Background: an optimization exercise with open tools, aiming at small area and a short achievable clock period. Do not read the settings as production practice. In this exercise RTL edits were held to simulation tests only and were not proved equivalent to the original. Power figures rest on the tool's default switching activity, not on a simulated workload.

==> flow/design.v (excerpt) <==
module vecDatapath (
	input  logic        clk,
	input  logic        rstN,
	input  logic        hold,
	input  logic [95:0] fifoRdData,
	input  logic        fifoDataValid,
	output logic        fifoRead,
	output logic        wbValid,
	output logic [4:0]  wbAddr,
	output logic [63:0] wbData
);
	localparam int laneWidth = 16;
	localparam logic [1:0] fuBcast = 2'd3;
	logic        consume;
	logic        ifIdValid;
	logic [95:0] ifIdEntry;
	logic [31:0] ifIdInstr;
	logic [9:0]  idCtrl;
	logic        idWrite;
	logic        idBcast;
	logic [4:0]  fifoSrc1;
	logic [4:0]  fifoSrc2;
	logic [3:0]  ifIdLoA;
	logic [7:0]  ifIdHiA;
	logic [3:0]  ifIdLoB;
	logic [7:0]  ifIdHiB;
	logic        ifIdFwdA;
	logic        ifIdFwdB;
	logic        ifIdWtA;
	logic        ifIdWtB;
	logic [63:0] rdDataA;
	logic [63:0] rdDataB;
	logic        fwdA;
	logic        fwdB;
	logic [63:0] opANext;
	logic [63:0] opBNext;
	logic        idExWrite;
	logic [4:0]  idExCtrl;
	logic [4:0]  idExDst;
	logic [63:0] idExOpA;
	logic [63:0] idExOpB;
	logic        exWbWrite;
	logic [4:0]  exWbDst;
	logic [63:0] exWbResult;
	logic [63:0] exResult;
	logic        exIsMul;
	logic [63:0] exMul;
	logic [63:0] exOther;
	assign fifoRead = ~hold;
	assign consume  = fifoRead & fifoDataValid;
	always_ff @(posedge clk or negedge rstN) begin
		if (!rstN) begin
			ifIdValid <= 1'b0;
		end else if (!hold) begin
			ifIdValid <= consume;
		end
	end
	assign fifoSrc1 = fifoRdData[23:19];
	assign fifoSrc2 = fifoRdData[18:14];
	always_ff @(posedge clk) begin
		if (consume) begin
			ifIdEntry <= fifoRdData;
			ifIdLoA   <= 4'b1 << fifoSrc1[1:0];
			ifIdHiA   <= 8'b1 << fifoSrc1[4:2];
			ifIdLoB   <= 4'b1 << fifoSrc2[1:0];
			ifIdHiB   <= 8'b1 << fifoSrc2[4:2];
			ifIdFwdA  <= idWrite && (idCtrl[4:0] == fifoSrc1);
			ifIdFwdB  <= idWrite && (idCtrl[4:0] == fifoSrc2);
			ifIdWtA   <= idExWrite && (idExDst == fifoSrc1);
			ifIdWtB   <= idExWrite && (idExDst == fifoSrc2);
		end
	end
	assign ifIdInstr = ifIdEntry[31:0];
	vecDecoder decoder (
		.instr (ifIdInstr),
		.ctrl  (idCtrl)
	);
	assign idWrite = ifIdValid & idCtrl[9];
	assign idBcast = (idCtrl[8:7] == fuBcast);
	vecRegFile regFile (
		.clk     (clk),
		.rstN    (rstN),
		.rdLoA   (ifIdLoA),
  ...
Size: roughly 9,300 cells after synthesis, about 170 I/O pins, roughly 0.12 mm2 of cells after synthesis.
clock: 8.5 ns
lec_check: 0
cap_margin: 30
core_margin: 2
core_utilization: 30
cts_buf_list: sky130_fd_sc_hd__clkbuf_8
cts_cluster_size: 25
place_density: 0.45
setup_slack_margin: 4.5
slew_margin: 30
tns_end_percent: 5
run.sh (not shown) runs the stock make flow with config.mk's settings and CLKGATE_MAP_FILE= SYNTH_SCRIPT=/design/flow/synth_recipe.tcl, a recipe that flattens the netlist after the stock synthesis.
The starting point went through all stages and came out clean.
Change:
- CTS_CLUSTER_SIZE: 25 -> unset
- SLEW_MARGIN: 30 -> 50
- TNS_END_PERCENT: 5 -> 100
The new run finished clean. Clock skew is about the same. Via count increases by a few percent. Die area stays the same. Design area increases by a few percent. Routed wire length is higher by a few percent. Power came out higher by roughly a tenth. Cell count went up by a few percent. Register-to-register slack barely changes. Combinational power rises by about a fifth. Synthesized area stays the same.
Change:
- PLACE_DENSITY: 0.45 -> 0.6
- TNS_END_PERCENT: 100 -> 5
What happened: Register-to-register slack gains 80 ps. Die area is unchanged. Clock-buffer cell count drops by 39. Maximum frequency increases by 1.7%. Final cell count is lower by 1.8%. Hold slack is better by 20 ps. Sequential power is about the same. Via count hardly moves. Total power is lower by 9.8%. Worst setup slack is better by 78 ps.
Change:
- CTS_CLUSTER_SIZE: unset -> 25
- PLACE_DENSITY: 0.6 -> 0.45
- SETUP_SLACK_MARGIN: 4.5 -> 4.0
- SLEW_MARGIN: 50 -> 40
After rerunning:
- wire length increases by 6.5%
- power decreases by 1.5%
- synthesized area does not change
- hold slack got worse by 15 ps
- sequential cell count stays the same
- non-clock buffer count decreases by 97

---

Starting RTL as in the previous note.
make LEC_CHECK=0 CAP_MARGIN=30 CORE_MARGIN=2 CORE_UTILIZATION=30 CTS_BUF_LIST=sky130_fd_sc_hd__clkbuf_8 CTS_CLUSTER_SIZE=25 PLACE_DENSITY=0.45 SETUP_SLACK_MARGIN=4.5 SLEW_MARGIN=40 TNS_END_PERCENT=5 finish   # period 8.5 ns
The first run ran to the end with no violations.
Edit:
- CTS_CLUSTER_SIZE: 25 -> unset
- SLEW_MARGIN: 40 -> 50
Effect: Utilization is higher by 0.40 points. Global-route usage hardly moves. Worst setup slack improved by 0.049 ns. Cell count goes up by about 0.46%.

[what the ideal ports hide]
The results above use ideal ports. As a check the final layouts listed here were re-extracted and re-timed, cells and wires unchanged.
Step 1: set_driving_cell puts a clkbuf_16 on clk and a buf_2 on each other input, an assumption about the parent block.
Step 2 also shifts input and output timing later by t, the mid clock arrival at the registers, as if the neighbouring blocks saw the same clock.
Three values: no drivers, after step 1, after step 2; two values: the first two.
| run | t, ns | setup slack, ns | worst setup path after step 2 |
|---|---|---|---|
| the first run of note 1 | 1.138 | 3.756 / 3.756 / 3.756 | register to register |
| the second run of note 1 | 1.143 | 3.750 / 3.750 / 3.750 | register to register |
| the third run of note 1 | 1.108 | 3.828 / 3.797 / 3.828 | register to register |
| the fourth run of note 1 | 1.133 | 3.800 / 3.800 / 3.800 | register to register |
| the first run of note 2 | 1.131 | 3.777 / 3.777 / 3.777 | register to register |
| the second run of note 2 | 1.109 | 3.826 / 3.826 / 3.826 | register to register |
After both steps every run listed still meets setup and hold.
